Source: an optimization exercise on an open RTL-to-GDS flow (aim: small area). Production flows keep margins and buffers that such runs may drop. At most, simulation tests tie the RTL to the original design; equivalence was not proved. Power is estimated from default activity; no workload was simulated.

==> branch juniper <==
## mesh_xy_hop_and_die_crossing_counter
module mesh_xy_hop_and_die_crossing_counter #(
  parameter int COORD_BITS = mxhd_pkg::COORD_BITS_DEF,
  parameter int TOTAL_BITS = mxhd_pkg::TOTAL_BITS_DEF
) (
  input  logic                              clk,
  input  logic                              rst_n,
  input  logic                              in_valid,
  output logic                              in_stall,
  input  logic                              in_operation,
  input  logic [COORD_BITS-1:0]             in_src_x,
  input  logic [COORD_BITS-1:0]             in_src_y,
  input  logic [COORD_BITS-1:0]             in_dest_x,
  input  logic [COORD_BITS-1:0]             in_dest_y,
  input  logic [mxhd_pkg::VOL_BITS-1:0]     in_volume,
  input  logic                              in_last_dest,
  output logic                              out_valid,
  input  logic                              out_stall,
  output logic [TOTAL_BITS-1:0]             out_onchip_hops_total,
  output logic [TOTAL_BITS-1:0]             out_crossing_hops_total,
  output logic                              out_saturated,
  input  logic                              cfg_valid,
  output logic                              cfg_ready,
  input  logic [mxhd_pkg::CFG_IDX_BITS-1:0] cfg_index,
  input  logic [mxhd_pkg::STEP_BITS-1:0]    cfg_data
);
export LEC_CHECK = 0
export ABC_AREA = 1
export CAP_MARGIN = 20
export CORE_MARGIN = 2
export CORE_UTILIZATION = 40
export SLEW_MARGIN = 20
create_clock -name core_clock -period 8.0 [get_ports {clk}]
standard.sh (not shown) runs the stock make flow with config.mk's settings and CLKGATE_MAP_FILE= SYNTH_SCRIPT=/design/flow/synth_recipe.tcl, a recipe that flattens the netlist after the stock synthesis.
==> flow/flow/run.sh <==
#!/bin/bash
# Standard layout, with each port buffered by the smallest buffer cell and a leaner clock tree.
set -euo pipefail
bash standard.sh "BUFFER_PORTS_ARGS=-buffer_cell sky130_fd_sc_hd__buf_1" \
  "CTS_ARGS=-sink_clustering_enable -repair_clock_nets -buf_list sky130_fd_sc_hd__clkbuf_16 -sink_clustering_size 30 -sink_clustering_max_diameter 100 -dont_use_dummy_load" \
  finish > standard_flow.log 2>&1
==> inputs of branch delta, as changes to branch juniper <==
--- a/flow/design.v
+++ b/flow/design.v
@@ -108,13 +108,13 @@
   output logic                              cfg_ready,
   input  logic [mxhd_pkg::CFG_IDX_BITS-1:0] cfg_index,
   input  logic [mxhd_pkg::STEP_BITS-1:0]    cfg_data
 );
   localparam int CB = COORD_BITS;
   localparam int TB = mxhd_pkg::TREE_BITS;
-  localparam int UB = 7;
+  localparam int UB = 6;
   localparam int SB = mxhd_pkg::STEP_BITS;
   typedef enum logic [3:0] {
     S_RST   = 4'd0,   
     S_CLEAN = 4'd1,   
     S_IDLE  = 4'd2,
     S_MC    = 4'd3,   
@@ -159,18 +159,18 @@
   wire rot  = (st == S_CLEAN) || mult || (st == S_FINAL);
   logic [CB-1:0] ca, cs, cb;
   logic [SB-1:0] s;
   always_comb begin
     cs = wk_y ? in_src_y : in_src_x;
     cb = wk_y ? (wk_run ? prev_y : in_dest_y) : in_dest_x;
-    ca = wk_run ? (wk_y ? col_min_y : first_x) : (wk_y ? in_dest_y : in_dest_x);
+    ca = wk_y ? col_min_y : first_x;
     s  = wk_y ? step_y : step_x;
   end
-  wire ga     = (p > ca);
   wire gs     = (p > cs);
   wire gb     = (p > cb);
+  wire ga     = wk_run ? (p > ca) : gb;
   wire inspan = (ga && !gs) || (gs && !gb);
   wire cr_en  = (s != '0) && !(op && single_die);
   wire iscr   = inspan && (r == '0) && cr_en;
   wire ishop  = inspan && !iscr;
   wire p_end  = (p == CB'(63));
   wire [CB-1:0] r_inc = r + CB'(1);
@@ -180,15 +180,13 @@
   wire ts_h  = th[0] ^ uh[0] ^ c_o;
   wire ts_c  = tc[0] ^ uc[0] ^ c_c;
   wire tco_h = (th[0] & uh[0]) | (th[0] & c_o) | (uh[0] & c_o);
   wire tco_c = (tc[0] & uc[0]) | (tc[0] & c_c) | (uc[0] & c_c);
   wire amt_o = op ? (th[0] || th_ovf) : uh[0];
   wire amt_c = op ? (tc[0] || tc_ovf) : uc[0];
-  wire rest_zero = op ? ((th[TB-1:1] == '0) && (tc[TB-1:1] == '0) && !th_ovf && !tc_ovf)
-                        || (r == CB'(TB-1))
-                      : ((uh[UB-1:1] == '0) && (uc[UB-1:1] == '0));
+  wire rest_zero = (r == (op ? CB'(TB-1) : CB'(UB-1)));
   wire vbit  = in_volume[p[4:0]] && !p[5];
   wire add_o = mult && amt_o && vbit;
   wire add_c = mult && amt_c && vbit;
   wire b_o   = tot_o[0];
   wire b_c   = tot_c[0];
   wire sum_o = b_o ^ add_o ^ c_o;
@@ -275,14 +273,13 @@
             col1   <= 1'b0;
           end
         end
         S_WALK: begin
           if (p_end) begin
             if (!wk_run) begin
-              if (wk_y) st <= S_MULT;
-              wk_y <= 1'b1;
+              st <= S_MULT;
             end else begin
               st <= S_TADD;
             end
           end
         end
         S_TADD: begin
@@ -296,13 +293,22 @@
               st   <= S_WALK;
               wk_y <= 1'b0;
             end
           end
         end
         S_MULT:  if (j_end && rest_zero) st <= S_FINAL;
-        S_FINAL: if (k_end) st <= S_ACC;
+        S_FINAL: begin
+          if (k_end) begin
+            if (!op && !wk_y) begin
+              st   <= S_WALK;
+              wk_y <= 1'b1;
+            end else begin
+              st <= S_ACC;
+            end
+          end
+        end
         default: st <= S_IDLE;
       endcase
     end
   end
   wire col1_end = walk && p_end && wk_y && wk_run && col1;
   always_ff @(posedge clk) begin
==> flow/flow/run.sh (replaced) <==
#!/bin/bash
# Standard layout with three changes: each port is buffered by the smallest buffer cell, the
# clock tree uses clkbuf_8 without dummy loads, and after the standard synthesis the
# combinational logic is mapped again for area (every flip-flop and tie cell is kept as is).
set -euo pipefail
KNOBS=("BUFFER_PORTS_ARGS=-buffer_cell sky130_fd_sc_hd__buf_1"
  "CTS_ARGS=-sink_clustering_enable -repair_clock_nets -buf_list sky130_fd_sc_hd__clkbuf_8 -sink_clustering_size 16 -sink_clustering_max_diameter 100 -dont_use_dummy_load")
R=orfs/results/${FLOW_PLATFORM:-sky130hd}/mesh_xy_hop_and_die_crossing_counter/base
YOSYS=${FLOW_HOME}/../tools/install/yosys/bin/yosys
LIB=${FLOW_HOME}/platforms/sky130hd/lib/sky130_fd_sc_hd__tt_025C_1v80.lib

bash standard.sh "${KNOBS[@]}" synth > standard_synth.log 2>&1

cp $R/1_2_yosys.v $R/1_2_yosys_standard.v
KEEP=$(grep -o "sky130_fd_sc_hd__[a-z0-9_]*" $R/1_2_yosys_standard.v | sort -u | grep -E "__(df|edf|sdf|sedf|dl|conb)" | tr '\n' ' ')
cat > remap.ys <<EOT
read_liberty -ignore_miss_func $LIB
read_verilog $R/1_2_yosys_standard.v
hierarchy -top $FLOW_TOP
blackbox $KEEP
flatten
techmap
opt
abc -script flow/remap.abc -liberty $LIB -dont_use *lpflow* -dont_use *probe* -dont_use *clkbuf* -dont_use *clkinv* -dont_use *dlygate* -dont_use *dlymetal* -dont_use *clkdly*
rename -hide w:*.*
opt_clean
splitnets
opt_clean
hilomap -singleton -hicell sky130_fd_sc_hd__conb_1 HI -locell sky130_fd_sc_hd__conb_1 LO
insbuf -buf sky130_fd_sc_hd__buf_4 A X
opt_clean
stat -liberty $LIB
write_verilog -noattr -noexpr -nohex -nodec $R/1_2_yosys.v
EOT
$YOSYS -l remap.log -s remap.ys > /dev/null 2>&1
rm -f $R/1_synth.odb $R/1_synth.sdc
touch $R/1_2_yosys.v

bash standard.sh "${KNOBS[@]}" finish > standard_finish.log 2>&1
==> flow/flow/remap.abc (new file) <==
strash
 ifraig
 dc2
 strash
 &get -n
 &dch -f
 &nf -R 1000
 &put
 topo
==> inputs of branch cedar, as changes to branch juniper <==
--- a/flow/design.v
+++ b/flow/design.v
@@ -112,22 +112,23 @@
   localparam int CB = COORD_BITS;
   localparam int TB = mxhd_pkg::TREE_BITS;
   localparam int UB = 7;
   localparam int SB = mxhd_pkg::STEP_BITS;
   typedef enum logic [3:0] {
     S_RST   = 4'd0,   
-    S_CLEAN = 4'd1,   
-    S_IDLE  = 4'd2,
-    S_MC    = 4'd3,   
-    S_WALK  = 4'd4,
-    S_MULT  = 4'd5,
-    S_FINAL = 4'd6,
-    S_ACC   = 4'd7,   
-    S_TADD  = 4'd8    
+    S_IDLE  = 4'd1,
+    S_MC    = 4'd2,   
+    S_WALK  = 4'd3,
+    S_ACC   = 4'd4,   
+    S_TADD  = 4'd5,   
+    S_CLEAN = 4'd8,   
+    S_MULT  = 4'd9,
+    S_FINAL = 4'd10
   } state_t;
-  state_t st;
+  state_t st, st_n;
+  logic   ring_q;     
   logic [SB-1:0] step_x, step_y;
   logic          single_die;
   logic          in_run;
   logic [CB-1:0] first_x, col_x, col_min_y, prev_y;
   logic [TB-1:0] th, tc;           
   logic          th_ovf, tc_ovf;   
@@ -153,24 +154,24 @@
     end
   end
   wire op   = in_operation;
   wire walk = (st == S_WALK);
   wire mult = (st == S_MULT);
   wire tadd = (st == S_TADD);
-  wire rot  = (st == S_CLEAN) || mult || (st == S_FINAL);
+  wire rot  = st[3];
   logic [CB-1:0] ca, cs, cb;
   logic [SB-1:0] s;
   always_comb begin
     cs = wk_y ? in_src_y : in_src_x;
     cb = wk_y ? (wk_run ? prev_y : in_dest_y) : in_dest_x;
-    ca = wk_run ? (wk_y ? col_min_y : first_x) : (wk_y ? in_dest_y : in_dest_x);
+    ca = wk_y ? col_min_y : first_x;
     s  = wk_y ? step_y : step_x;
   end
-  wire ga     = (p > ca);
   wire gs     = (p > cs);
   wire gb     = (p > cb);
+  wire ga     = wk_run ? (p > ca) : gb;
   wire inspan = (ga && !gs) || (gs && !gb);
   wire cr_en  = (s != '0) && !(op && single_die);
   wire iscr   = inspan && (r == '0) && cr_en;
   wire ishop  = inspan && !iscr;
   wire p_end  = (p == CB'(63));
   wire [CB-1:0] r_inc = r + CB'(1);
@@ -180,15 +181,13 @@
   wire ts_h  = th[0] ^ uh[0] ^ c_o;
   wire ts_c  = tc[0] ^ uc[0] ^ c_c;
   wire tco_h = (th[0] & uh[0]) | (th[0] & c_o) | (uh[0] & c_o);
   wire tco_c = (tc[0] & uc[0]) | (tc[0] & c_c) | (uc[0] & c_c);
   wire amt_o = op ? (th[0] || th_ovf) : uh[0];
   wire amt_c = op ? (tc[0] || tc_ovf) : uc[0];
-  wire rest_zero = op ? ((th[TB-1:1] == '0) && (tc[TB-1:1] == '0) && !th_ovf && !tc_ovf)
-                        || (r == CB'(TB-1))
-                      : ((uh[UB-1:1] == '0) && (uc[UB-1:1] == '0));
+  wire rest_zero = (r == (op ? CB'(TB-1) : CB'(UB-1)));
   wire vbit  = in_volume[p[4:0]] && !p[5];
   wire add_o = mult && amt_o && vbit;
   wire add_c = mult && amt_c && vbit;
   wire b_o   = tot_o[0];
   wire b_c   = tot_c[0];
   wire sum_o = b_o ^ add_o ^ c_o;
@@ -215,18 +214,15 @@
       uh <= uh >> 1;
       uc <= uc >> 1;
     end else if (walk) begin
       if (ishop) uh <= uh + UB'(1);
       if (iscr) uc <= uc + UB'(1);
     end
-    if (shift_all || (shift_sel && op)) begin
-      th <= th >> 1;
-      tc <= tc >> 1;
-    end else if (tadd) begin
-      th <= {ts_h, th[TB-1:1]};
-      tc <= {ts_c, tc[TB-1:1]};
+    if (ring_q) begin
+      th <= {tadd && ts_h, th[TB-1:1]};
+      tc <= {tadd && ts_c, tc[TB-1:1]};
     end
   end
   always_ff @(posedge clk) begin
     case (st)
       S_WALK: begin
         p <= p + CB'(1);
@@ -245,68 +241,54 @@
         r <= '0;
       end
     endcase
   end
   wire new_col = in_run && (in_dest_x != col_x);
   wire last    = in_last_dest;
-  always_ff @(posedge clk) begin
+  always_comb begin
+    st_n = st;
     if (!rst_n) begin
-      st <= S_RST;
+      st_n = S_RST;
     end else begin
       case (st)
-        S_RST:   st <= S_CLEAN;
-        S_CLEAN: if (k_end) st <= S_IDLE;
-        S_IDLE: begin
-          if (in_valid && !out_valid) begin
-            st     <= op ? S_MC : S_WALK;
-            wk_y   <= 1'b0;
-            wk_run <= 1'b0;
-          end
-        end
-        S_MC: begin
-          if (new_col) begin
-            st     <= S_WALK;
-            wk_y   <= 1'b1;
-            wk_run <= 1'b1;
-            col1   <= 1'b1;
-          end else begin
-            st     <= last ? S_WALK : S_ACC;
-            wk_y   <= 1'b1;
-            wk_run <= 1'b1;
-            col1   <= 1'b0;
-          end
-        end
-        S_WALK: begin
-          if (p_end) begin
-            if (!wk_run) begin
-              if (wk_y) st <= S_MULT;
-              wk_y <= 1'b1;
-            end else begin
-              st <= S_TADD;
-            end
-          end
-        end
-        S_TADD: begin
-          if (t_end) begin
-            if (!wk_y) begin
-              st <= S_MULT;
-            end else if (col1) begin
-              col1 <= 1'b0;
-              st   <= last ? S_WALK : S_ACC;
-            end else begin
-              st   <= S_WALK;
-              wk_y <= 1'b0;
-            end
-          end
-        end
-        S_MULT:  if (j_end && rest_zero) st <= S_FINAL;
-        S_FINAL: if (k_end) st <= S_ACC;
-        default: st <= S_IDLE;
+        S_RST:   st_n = S_CLEAN;
+        S_CLEAN: if (k_end) st_n = S_IDLE;
+        S_IDLE:  if (in_valid && !out_valid) st_n = op ? S_MC : S_WALK;
+        S_MC:    st_n = (new_col || last) ? S_WALK : S_ACC;
+        S_WALK:  if (p_end) st_n = !wk_run ? (wk_y ? S_MULT : S_WALK) : S_TADD;
+        S_TADD:  if (t_end) st_n = !wk_y ? S_MULT : ((col1 && !last) ? S_ACC : S_WALK);
+        S_MULT:  if (j_end && rest_zero) st_n = S_FINAL;
+        S_FINAL: if (k_end) st_n = S_ACC;
+        default: st_n = S_IDLE;
       endcase
     end
   end
+  always_ff @(posedge clk) begin
+    st     <= st_n;
+    ring_q <= (st_n == S_TADD) || (st_n == S_CLEAN) || (mult && op && (p == CB'(47)));
+    case (st)
+      S_IDLE: begin
+        wk_y   <= 1'b0;
+        wk_run <= 1'b0;
+      end
+      S_MC: begin
+        wk_y   <= 1'b1;
+        wk_run <= 1'b1;
+        col1   <= new_col;
+      end
+      S_WALK:  if (p_end && !wk_run) wk_y <= 1'b1;
+      S_TADD: begin
+        if (t_end) begin
+          col1 <= 1'b0;
+          if (!col1) wk_y <= 1'b0;
+        end
+      end
+      default: begin
+      end
+    endcase
+  end
   wire col1_end = walk && p_end && wk_y && wk_run && col1;
   always_ff @(posedge clk) begin
     if (st == S_MC && !in_run) first_x <= in_dest_x;
     if ((st == S_MC && !in_run) || col1_end) begin
       col_x     <= in_dest_x;
       col_min_y <= in_dest_y;
==> flow/flow/run.sh (replaced) <==
#!/bin/bash
# Standard layout, with each port buffered by the smallest buffer cell and a leaner clock tree.
set -euo pipefail
bash standard.sh "BUFFER_PORTS_ARGS=-buffer_cell sky130_fd_sc_hd__buf_1" \
  "CTS_ARGS=-sink_clustering_enable -repair_clock_nets -buf_list sky130_fd_sc_hd__clkbuf_8 -sink_clustering_size 16 -sink_clustering_max_diameter 100 -dont_use_dummy_load" \
  finish > standard_flow.log 2>&1
==> run summary <==
Clock skew: branch cedar < branch delta < branch juniper. Synthesized cell count, lowest first: branch delta, branch cedar, branch juniper. Die area: branch delta < branch cedar < branch juniper. The lowest combinational power belongs to branch cedar, the highest to branch juniper. The lowest first-iteration DRC count belongs to branch juniper, the highest to branch cedar. Wire length: branch cedar is larger than branch juniper (8.5%). The lowest sequential cell count belongs to branch delta, the highest to branch cedar. Against branch juniper, the clock-buffer cell count of branch delta is higher by 5.
==> figures <==
Cell at the root of the clock tree: branch cedar sky130_fd_sc_hd__clkbuf_8; branch juniper sky130_fd_sc_hd__clkbuf_16; branch delta sky130_fd_sc_hd__clkbuf_8
Comb pwr share: branch cedar 17.8%; branch juniper 27.8%; branch delta 23.3%
Buffers and inverters on the worst path: branch cedar 1; branch juniper 2; branch delta 2
Min-delay src: branch cedar th[9]; branch juniper tc[9]; branch delta tc[10]
Share of the final layout cell area in sequential cells: branch cedar 57.0%; branch juniper 56.0%; branch delta 62.1%
Die Ht: branch cedar 154 um; branch juniper 154 um; branch delta 144 um
Area taken by multi-input logic gates: branch cedar 0.00278 mm2; branch juniper 0.00281 mm2; branch delta 0.00215 mm2
Non-clock buffer count in the final layout: branch cedar 171; branch juniper 172; branch delta 173
Global Route met3 Usage: branch cedar 3.92%; branch juniper 2.62%; branch delta 2.93%
Compound-gate portion of the synthesized area: branch cedar 5.78%; branch juniper 7.23%; branch delta -
Global-route wire length before repair: branch cedar 32500 um; branch juniper 30600 um; branch delta 25100 um
Peak ir drop on the vdd network: branch cedar 0.0000961 V; branch juniper 0.000146 V; branch delta 0.000142 V
Post-synthesis xor/xnor area fraction: branch cedar 1.47%; branch juniper 1.86%; branch delta -
Largest driver fanout on the critical path: branch cedar 21; branch juniper 27; branch delta 5
Number of inserted filler cells in the final layout: branch cedar 2069; branch juniper 2089; branch delta 1790
Met2 usage: branch cedar 26.9%; branch juniper 25.1%; branch delta 24.0%
Status: branch cedar timing/DRC/antenna clean; branch juniper timing/DRC/antenna clean; branch delta timing/DRC/antenna clean
Clock period minus worst slack: branch cedar 3.21 ns; branch juniper 3.36 ns; branch delta 3.72 ns
The RTL of branch juniper and branch cedar was laid out without a check of its function.

## separate check: timing with driven ports
The results above use ideal ports. As a check the final layouts listed here were re-extracted and re-timed, cells and wires unchanged. Step 1 sets driving cells, clkbuf_16 on the clock port and buf_2 on the other inputs (assumed; they add their load-dependent delay and slew). Step 2 also shifts input and output timing later by t, the mid clock arrival at the registers, as if the neighbouring blocks saw the same clock. Slacks: ideal / step 1 / step 2; pairs: ideal / step 1.
| run | t, ns | setup slack, ns | worst hold slack (ns) | worst register clock-pin slew, ns |
|---|---|---|---|---|
| branch juniper | 0.495 | 4.643 / 4.643 / 4.163 | 0.430 / 0.430 / 0.430 | 0.11 / 0.11 |
| branch delta | 0.514 | 4.281 / 4.291 / 3.777 | 0.429 / 0.429 / 0.429 | 0.11 / 0.11 |
| branch cedar | 0.528 | 4.793 / 4.793 / 4.412 | 0.406 / 0.406 / 0.406 | 0.10 / 0.10 |
After both steps every run listed still meets setup and hold. For branch delta, which loses most, drivers alone change the setup slack by +0.010 ns; drivers and shift together by -0.504 ns.
